Source: an optimization exercise on an open RTL-to-GDS flow (aim: small area, a short achievable clock period and few clock cycles). Production flows keep margins and buffers that such runs may drop.
Only simulation tests tie the RTL to the original design; equivalence was not proved.
Power is estimated from default activity; no workload was simulated.

## grid_cell_neighbor_enumerator
module grid_cell_neighbor_enumerator #(
    parameter int MAX_DIM = 1024
) (
    input  logic                            i_clk,
    input  logic                            i_rst_n,
    input  logic                            req_valid,
    output logic                            req_ready,
    input  logic [gcne_pkg::INDEX_W-1:0]    req_cell_index,
    output logic                            res_valid,
    input  logic                            res_ready,
    output logic [gcne_pkg::COORD_OUT_W-1:0] res_cell_i,
    output logic [gcne_pkg::COORD_OUT_W-1:0] res_cell_j,
    output logic [gcne_pkg::COORD_OUT_W-1:0] res_cell_k,
    output logic                            res_valid_res,
    output logic                            res_last,
    input  logic                            psel,
    input  logic                            penable,
    input  logic                            pwrite,
    input  logic [gcne_pkg::APB_ADDR_W-1:0] paddr,
    input  logic [gcne_pkg::APB_DATA_W-1:0] pwdata,
    output logic [gcne_pkg::APB_DATA_W-1:0] prdata,
    output logic                            pready
);
    localparam int CW = $clog2(MAX_DIM);
    localparam int SW = $clog2(MAX_DIM + 1);
    logic [gcne_pkg::CFG_REG_W-1:0] r_szm_i;
    logic [gcne_pkg::CFG_REG_W-1:0] r_szm_j;
    logic [gcne_pkg::CFG_REG_W-1:0] r_szm_k;
    logic [gcne_pkg::CFG_REG_W-1:0] wr_m;
    logic [CW-1:0]        last_i;
    logic [CW-1:0]        last_j;
    logic [CW-1:0]        last_k;
    logic                 size_zero;
    logic                 cfg_wr;
    gcne_pkg::t_cfg_reg   cfg_sel;
    logic                 job_valid;
    logic                 job_ready;
    logic                 job_ok;
  ...
Size: about 160 flip-flops, about 11000 µm² of cells after synthesis.
==> module grid_cell_neighbor_enumerator, before the edit <==
module grid_cell_neighbor_enumerator #(
    parameter int MAX_DIM = 1024
) (
    input  logic                            i_clk,
    input  logic                            i_rst_n,
    input  logic                            req_valid,
    output logic                            req_ready,
    input  logic [gcne_pkg::INDEX_W-1:0]    req_cell_index,
    output logic                            res_valid,
    input  logic                            res_ready,
    output logic [gcne_pkg::COORD_OUT_W-1:0] res_cell_i,
    output logic [gcne_pkg::COORD_OUT_W-1:0] res_cell_j,
    output logic [gcne_pkg::COORD_OUT_W-1:0] res_cell_k,
    output logic                            res_valid_res,
    output logic                            res_last,
    input  logic                            psel,
    input  logic                            penable,
    input  logic                            pwrite,
    input  logic [gcne_pkg::APB_ADDR_W-1:0] paddr,
    input  logic [gcne_pkg::APB_DATA_W-1:0] pwdata,
    output logic [gcne_pkg::APB_DATA_W-1:0] prdata,
    output logic                            pready
);
    localparam int CW = $clog2(MAX_DIM);
    localparam int SW = $clog2(MAX_DIM + 1);
    logic [gcne_pkg::CFG_REG_W-1:0] r_szm_i;
    logic [gcne_pkg::CFG_REG_W-1:0] r_szm_j;
    logic [gcne_pkg::CFG_REG_W-1:0] r_szm_k;
    logic [gcne_pkg::CFG_REG_W-1:0] wr_m;
    logic [CW-1:0]        last_i;
    logic [CW-1:0]        last_j;
    logic [CW-1:0]        last_k;
    logic                 size_zero;
    logic                 cfg_wr;
    gcne_pkg::t_cfg_reg   cfg_sel;
    logic                 job_valid;
    logic                 job_ready;
    logic                 job_ok;
    gcne_pkg::t_nbr_flags job_flags;
    logic [CW-1:0]        job_i;
    logic [CW-1:0]        job_j;
    logic [CW-1:0]        job_k;
    assign pready  = 1'b1;
    assign cfg_wr  = psel && penable && pwrite;
    assign cfg_sel = paddr[3:2];
    assign wr_m = pwdata[gcne_pkg::CFG_REG_W-1:0] - gcne_pkg::CFG_REG_W'(1);
    logic [gcne_pkg::CFG_REG_W-1:0] sz_d;
    logic                           ld_i;
    logic                           ld_j;
    logic                           ld_k;
    assign sz_d = i_rst_n ? wr_m : '0;
    assign ld_i = !i_rst_n || (cfg_wr && (cfg_sel == gcne_pkg::REG_SIZE_I));
    assign ld_j = !i_rst_n || (cfg_wr && (cfg_sel == gcne_pkg::REG_SIZE_J));
    assign ld_k = !i_rst_n || (cfg_wr && (cfg_sel == gcne_pkg::REG_SIZE_K));
    always_ff @(posedge i_clk) begin
        if (ld_i) r_szm_i <= sz_d;
        if (ld_j) r_szm_j <= sz_d;
        if (ld_k) r_szm_k <= sz_d;
    end
    logic [gcne_pkg::CFG_REG_W-1:0] r_rdata;
    logic [gcne_pkg::CFG_REG_W-1:0] rd_m;
    always_comb begin
        case (cfg_sel)
            gcne_pkg::REG_SIZE_I: rd_m = r_szm_i;
            gcne_pkg::REG_SIZE_J: rd_m = r_szm_j;
            gcne_pkg::REG_SIZE_K: rd_m = r_szm_k;
            default:    rd_m = '1;
        endcase
    end
    always_ff @(posedge i_clk) begin
        r_rdata <= rd_m + gcne_pkg::CFG_REG_W'(1);
    end
    assign prdata = gcne_pkg::APB_DATA_W'(r_rdata);
    function automatic logic [CW-1:0] clamp_last(logic [gcne_pkg::CFG_REG_W-1:0] m);
        clamp_last = (m >= gcne_pkg::CFG_REG_W'(MAX_DIM)) ? CW'(MAX_DIM - 1) : m[CW-1:0];
    endfunction
    assign last_i    = clamp_last(r_szm_i);
    assign last_j    = clamp_last(r_szm_j);
    assign last_k    = clamp_last(r_szm_k);
    assign size_zero = (r_szm_i == '1) || (r_szm_j == '1) || (r_szm_k == '1);
    gcne_front #(
        .MAX_DIM (MAX_DIM)
    ) u_front (
        .i_clk            (i_clk),
        .i_rst_n          (i_rst_n),
        .i_req_valid      (req_valid),
        .o_req_ready      (req_ready),
        .i_req_cell_index (req_cell_index),
        .i_last_i         (last_i),
        .i_last_j         (last_j),
        .i_last_k         (last_k),
        .i_size_zero      (size_zero),
        .i_cfg_wr         (cfg_wr),
        .o_job_valid      (job_valid),
        .i_job_ready      (job_ready),
        .i_job_busy       (res_valid),
        .o_job_ok         (job_ok),
        .o_job_flags      (job_flags),
        .o_job_i          (job_i),
        .o_job_j          (job_j),
        .o_job_k          (job_k)
    );
    gcne_back #(
        .COORD_W (CW)
    ) u_back (
        .i_clk           (i_clk),
        .i_rst_n         (i_rst_n),
        .i_job_valid     (job_valid),
        .o_job_ready     (job_ready),
        .i_job_ok        (job_ok),
        .i_job_flags     (job_flags),
        .i_job_i         (job_i),
        .i_job_j         (job_j),
        .i_job_k         (job_k),
        .o_res_valid     (res_valid),
        .i_res_ready     (res_ready),
        .o_res_cell_i    (res_cell_i),
        .o_res_cell_j    (res_cell_j),
        .o_res_cell_k    (res_cell_k),
        .o_res_valid_res (res_valid_res),
        .o_res_last      (res_last)
    );
endmodule
==> flow/config.mk <==
export PLATFORM = sky130hd
export DESIGN_NAME = grid_cell_neighbor_enumerator
export DESIGN_NICKNAME = grid_cell_neighbor_enumerator
export VERILOG_FILES = /design/flow/design.v
export SDC_FILE = /design/flow/constraint.sdc
export NUM_CORES = 4
export LEC_CHECK = 0
export ABC_AREA = 1
export CAP_MARGIN = 20
export CORE_MARGIN = 2
export CORE_UTILIZATION = 55
export CTS_BUF_LIST = sky130_fd_sc_hd__clkbuf_4 sky130_fd_sc_hd__clkbuf_8
export SETUP_SLACK_MARGIN = 4.9
export SLEW_MARGIN = 20
==> flow/constraint.sdc <==
create_clock -name core_clock -period 8.0 [get_ports {i_clk}]
set_input_delay 1.6000 -clock core_clock [delete_from_list [all_inputs] [get_ports {i_clk}]]
set_output_delay 1.6000 -clock core_clock [all_outputs]
set_load 0.01 [all_outputs]
standard.sh (not shown) runs the stock make flow with config.mk's settings and CLKGATE_MAP_FILE= SYNTH_SCRIPT=/design/flow/synth_recipe.tcl, a recipe that flattens the netlist after the stock synthesis.
==> flow/flow/run.sh <==
#!/bin/bash
# The standard layout, with the port buffers inserted as the smallest buffer cell
# (resizing then sizes them up where timing needs it). Every input and output port
# still gets its own buffer.
set -euo pipefail
export BUFFER_PORTS_ARGS="-buffer_cell sky130_fd_sc_hd__buf_1"
bash standard.sh finish > standard_flow.log 2>&1
Testbench counts at the start, summed over its fixed seeds: cycles 126,644.
Then changed:
--- a/flow/design.v
+++ b/flow/design.v
@@ -484,18 +484,20 @@
     assign cfg_wr  = psel && penable && pwrite;
     assign cfg_sel = paddr[3:2];
     assign wr_m = pwdata[gcne_pkg::CFG_REG_W-1:0] - gcne_pkg::CFG_REG_W'(1);
-    logic [gcne_pkg::CFG_REG_W-1:0] sz_d;
-    logic                           ld_i;
-    logic                           ld_j;
-    logic                           ld_k;
-    assign sz_d = i_rst_n ? wr_m : '0;
-    assign ld_i = !i_rst_n || (cfg_wr && (cfg_sel == gcne_pkg::REG_SIZE_I));
-    assign ld_j = !i_rst_n || (cfg_wr && (cfg_sel == gcne_pkg::REG_SIZE_J));
-    assign ld_k = !i_rst_n || (cfg_wr && (cfg_sel == gcne_pkg::REG_SIZE_K));
     always_ff @(posedge i_clk) begin
-        if (ld_i) r_szm_i <= sz_d;
-        if (ld_j) r_szm_j <= sz_d;
-        if (ld_k) r_szm_k <= sz_d;
+        if (!i_rst_n) begin
+            r_szm_i <= '0;
+            r_szm_j <= '0;
+            r_szm_k <= '0;
+        end else if (cfg_wr) begin
+            case (cfg_sel)
+                gcne_pkg::REG_SIZE_I: r_szm_i <= wr_m;
+                gcne_pkg::REG_SIZE_J: r_szm_j <= wr_m;
+                gcne_pkg::REG_SIZE_K: r_szm_k <= wr_m;
+                default: begin
+                end
+            endcase
+        end
     end
     logic [gcne_pkg::CFG_REG_W-1:0] r_rdata;
     logic [gcne_pkg::CFG_REG_W-1:0] rd_m;
Via count increases by 3.9%.
Global-route usage increases by 0.10 points.
Worst hold slack loses 0.023 ns.
First-iteration DRC count increases by 11%.
Utilization decreases by 0.65 points.
Fmax increases by 3.7%.
Testbench counts after the change, summed over its fixed seeds: cycles 126,644.

---

RTL: one of the versions met above, not the one the previous note started from.
Size: roughly 1500 cells after synthesis, ~140 I/O pins, roughly 0.011 mm2 of cells after synthesis.
Design grid_cell_neighbor_enumerator, start of the top module:
module grid_cell_neighbor_enumerator #(
    parameter int MAX_DIM = 1024
) (
    input  logic                            i_clk,
    input  logic                            i_rst_n,
    input  logic                            req_valid,
    output logic                            req_ready,
    input  logic [gcne_pkg::INDEX_W-1:0]    req_cell_index,
    output logic                            res_valid,
    input  logic                            res_ready,
    output logic [gcne_pkg::COORD_OUT_W-1:0] res_cell_i,
    output logic [gcne_pkg::COORD_OUT_W-1:0] res_cell_j,
    output logic [gcne_pkg::COORD_OUT_W-1:0] res_cell_k,
    output logic                            res_valid_res,
    output logic                            res_last,
    input  logic                            psel,
    input  logic                            penable,
    input  logic                            pwrite,
    input  logic [gcne_pkg::APB_ADDR_W-1:0] paddr,
    input  logic [gcne_pkg::APB_DATA_W-1:0] pwdata,
    output logic [gcne_pkg::APB_DATA_W-1:0] prdata,
    output logic                            pready
);
==> module grid_cell_neighbor_enumerator, before the edit <==
module grid_cell_neighbor_enumerator #(
    parameter int MAX_DIM = 1024
) (
    input  logic                            i_clk,
    input  logic                            i_rst_n,
    input  logic                            req_valid,
    output logic                            req_ready,
    input  logic [gcne_pkg::INDEX_W-1:0]    req_cell_index,
    output logic                            res_valid,
    input  logic                            res_ready,
    output logic [gcne_pkg::COORD_OUT_W-1:0] res_cell_i,
    output logic [gcne_pkg::COORD_OUT_W-1:0] res_cell_j,
    output logic [gcne_pkg::COORD_OUT_W-1:0] res_cell_k,
    output logic                            res_valid_res,
    output logic                            res_last,
    input  logic                            psel,
    input  logic                            penable,
    input  logic                            pwrite,
    input  logic [gcne_pkg::APB_ADDR_W-1:0] paddr,
    input  logic [gcne_pkg::APB_DATA_W-1:0] pwdata,
    output logic [gcne_pkg::APB_DATA_W-1:0] prdata,
    output logic                            pready
);
    localparam int CW = $clog2(MAX_DIM);
    localparam int SW = $clog2(MAX_DIM + 1);
    logic [gcne_pkg::CFG_REG_W-1:0] r_szm_i;
    logic [gcne_pkg::CFG_REG_W-1:0] r_szm_j;
    logic [gcne_pkg::CFG_REG_W-1:0] r_szm_k;
    logic [gcne_pkg::CFG_REG_W-1:0] wr_m;
    logic [CW-1:0]        last_i;
    logic [CW-1:0]        last_j;
    logic [CW-1:0]        last_k;
    logic                 size_zero;
    logic                 cfg_wr;
    gcne_pkg::t_cfg_reg   cfg_sel;
    logic                 job_valid;
    logic                 job_ready;
    logic                 job_ok;
    gcne_pkg::t_nbr_flags job_flags;
    logic [CW-1:0]        job_i;
    logic [CW-1:0]        job_j;
    logic [CW-1:0]        job_k;
    assign pready  = 1'b1;
    assign cfg_wr  = psel && penable && pwrite;
    assign cfg_sel = paddr[3:2];
    assign wr_m = pwdata[gcne_pkg::CFG_REG_W-1:0] - gcne_pkg::CFG_REG_W'(1);
    always_ff @(posedge i_clk) begin
        if (!i_rst_n) begin
            r_szm_i <= '0;
            r_szm_j <= '0;
            r_szm_k <= '0;
        end else if (cfg_wr) begin
            case (cfg_sel)
                gcne_pkg::REG_SIZE_I: r_szm_i <= wr_m;
                gcne_pkg::REG_SIZE_J: r_szm_j <= wr_m;
                gcne_pkg::REG_SIZE_K: r_szm_k <= wr_m;
                default: begin
                end
            endcase
        end
    end
    logic [gcne_pkg::CFG_REG_W-1:0] r_rdata;
    logic [gcne_pkg::CFG_REG_W-1:0] rd_m;
    always_comb begin
        case (cfg_sel)
            gcne_pkg::REG_SIZE_I: rd_m = r_szm_i;
            gcne_pkg::REG_SIZE_J: rd_m = r_szm_j;
            gcne_pkg::REG_SIZE_K: rd_m = r_szm_k;
            default:    rd_m = '1;
        endcase
    end
    always_ff @(posedge i_clk) begin
        r_rdata <= rd_m + gcne_pkg::CFG_REG_W'(1);
    end
    assign prdata = gcne_pkg::APB_DATA_W'(r_rdata);
    function automatic logic [CW-1:0] clamp_last(logic [gcne_pkg::CFG_REG_W-1:0] m);
        clamp_last = (m >= gcne_pkg::CFG_REG_W'(MAX_DIM)) ? CW'(MAX_DIM - 1) : m[CW-1:0];
    endfunction
    assign last_i    = clamp_last(r_szm_i);
    assign last_j    = clamp_last(r_szm_j);
    assign last_k    = clamp_last(r_szm_k);
    assign size_zero = (r_szm_i == '1) || (r_szm_j == '1) || (r_szm_k == '1);
    gcne_front #(
        .MAX_DIM (MAX_DIM)
    ) u_front (
        .i_clk            (i_clk),
        .i_rst_n          (i_rst_n),
        .i_req_valid      (req_valid),
        .o_req_ready      (req_ready),
        .i_req_cell_index (req_cell_index),
        .i_last_i         (last_i),
        .i_last_j         (last_j),
        .i_last_k         (last_k),
        .i_size_zero      (size_zero),
        .i_cfg_wr         (cfg_wr),
        .o_job_valid      (job_valid),
        .i_job_ready      (job_ready),
        .i_job_busy       (res_valid),
        .o_job_ok         (job_ok),
        .o_job_flags      (job_flags),
        .o_job_i          (job_i),
        .o_job_j          (job_j),
        .o_job_k          (job_k)
    );
    gcne_back #(
        .COORD_W (CW)
    ) u_back (
        .i_clk           (i_clk),
        .i_rst_n         (i_rst_n),
        .i_job_valid     (job_valid),
        .o_job_ready     (job_ready),
        .i_job_ok        (job_ok),
        .i_job_flags     (job_flags),
        .i_job_i         (job_i),
        .i_job_j         (job_j),
        .i_job_k         (job_k),
        .o_res_valid     (res_valid),
        .i_res_ready     (res_ready),
        .o_res_cell_i    (res_cell_i),
        .o_res_cell_j    (res_cell_j),
        .o_res_cell_k    (res_cell_k),
        .o_res_valid_res (res_valid_res),
        .o_res_last      (res_last)
    );
endmodule
clock: 8.0 ns
lec_check: 0
abc_area: 1
cap_margin: 20
core_margin: 2
core_utilization: 55
cts_buf_list: sky130_fd_sc_hd__clkbuf_4 sky130_fd_sc_hd__clkbuf_8
setup_slack_margin: 5.0
slew_margin: 20
Scripts as last shown in full above: flow/flow/run.sh
The starting point produced a clean layout.
Testbench counts at the start, summed over its fixed seeds: cycles 126,644.
Rerun with:
--- a/flow/design.v
+++ b/flow/design.v
@@ -484,20 +484,18 @@
     assign cfg_wr  = psel && penable && pwrite;
     assign cfg_sel = paddr[3:2];
     assign wr_m = pwdata[gcne_pkg::CFG_REG_W-1:0] - gcne_pkg::CFG_REG_W'(1);
+    logic [gcne_pkg::CFG_REG_W-1:0] sz_d;
+    logic                           ld_i;
+    logic                           ld_j;
+    logic                           ld_k;
+    assign sz_d = i_rst_n ? wr_m : '0;
+    assign ld_i = !i_rst_n || (cfg_wr && (cfg_sel == gcne_pkg::REG_SIZE_I));
+    assign ld_j = !i_rst_n || (cfg_wr && (cfg_sel == gcne_pkg::REG_SIZE_J));
+    assign ld_k = !i_rst_n || (cfg_wr && (cfg_sel == gcne_pkg::REG_SIZE_K));
     always_ff @(posedge i_clk) begin
-        if (!i_rst_n) begin
-            r_szm_i <= '0;
-            r_szm_j <= '0;
-            r_szm_k <= '0;
-        end else if (cfg_wr) begin
-            case (cfg_sel)
-                gcne_pkg::REG_SIZE_I: r_szm_i <= wr_m;
-                gcne_pkg::REG_SIZE_J: r_szm_j <= wr_m;
-                gcne_pkg::REG_SIZE_K: r_szm_k <= wr_m;
-                default: begin
-                end
-            endcase
-        end
+        if (ld_i) r_szm_i <= sz_d;
+        if (ld_j) r_szm_j <= sz_d;
+        if (ld_k) r_szm_k <= sz_d;
     end
     logic [gcne_pkg::CFG_REG_W-1:0] r_rdata;
     logic [gcne_pkg::CFG_REG_W-1:0] rd_m;
- The new run went through all stages and came out clean
- total power decreases by 1.4%
- sequential power rose by about 5%
- wire length goes down by 1.5%
- die area drops by 1.7%
- sequential share of layout area climbs by 2.8 points
- via count went down by 5.0%
- worst hold slack improved by 0.016 ns
- setup slack got worse by 0.12 ns
- cell area drops by 1.3%
- register-to-register slack loses 0.18 ns
- final cell count falls by 4.9%
- maximum frequency shrinks by 3.8%
- area after synthesis fell by 1.7%
Testbench counts after the change, summed over its fixed seeds: cycles 126,644.

[separate check: timing with driven ports]
How much do the figures lean on ideal ports? The routed layouts below were timed once more, with nothing changed but the port constraints.
Step 1 assumes that a clkbuf_16 drives the clock port and a buf_2 every other input.
Step 2 also shifts input and output timing later by t, the mid clock arrival at the registers, as if the neighbouring blocks saw the same clock.
Slacks: no drivers / after step 1 / after step 2; pairs: no drivers / after step 1.
run | shift t [ns] | slack for setup (ns) | worst data-port slew with drivers (ns)
the first run of note 1 | 0.516 | 4.851 / 4.851 / 4.523 | 0.03
the second run of note 1 | 0.508 | 4.963 / 4.922 / 4.523 | 0.04
the first run of note 2 | 0.506 | 5.019 / 5.034 / 4.528 | 0.05
the second run of note 2 | 0.514 | 4.902 / 4.902 / 4.606 | 0.03
After both steps every run listed still meets setup and hold. For the first run of note 2, which loses most, drivers alone change the setup slack by +0.015 ns; drivers and shift together by -0.491 ns.
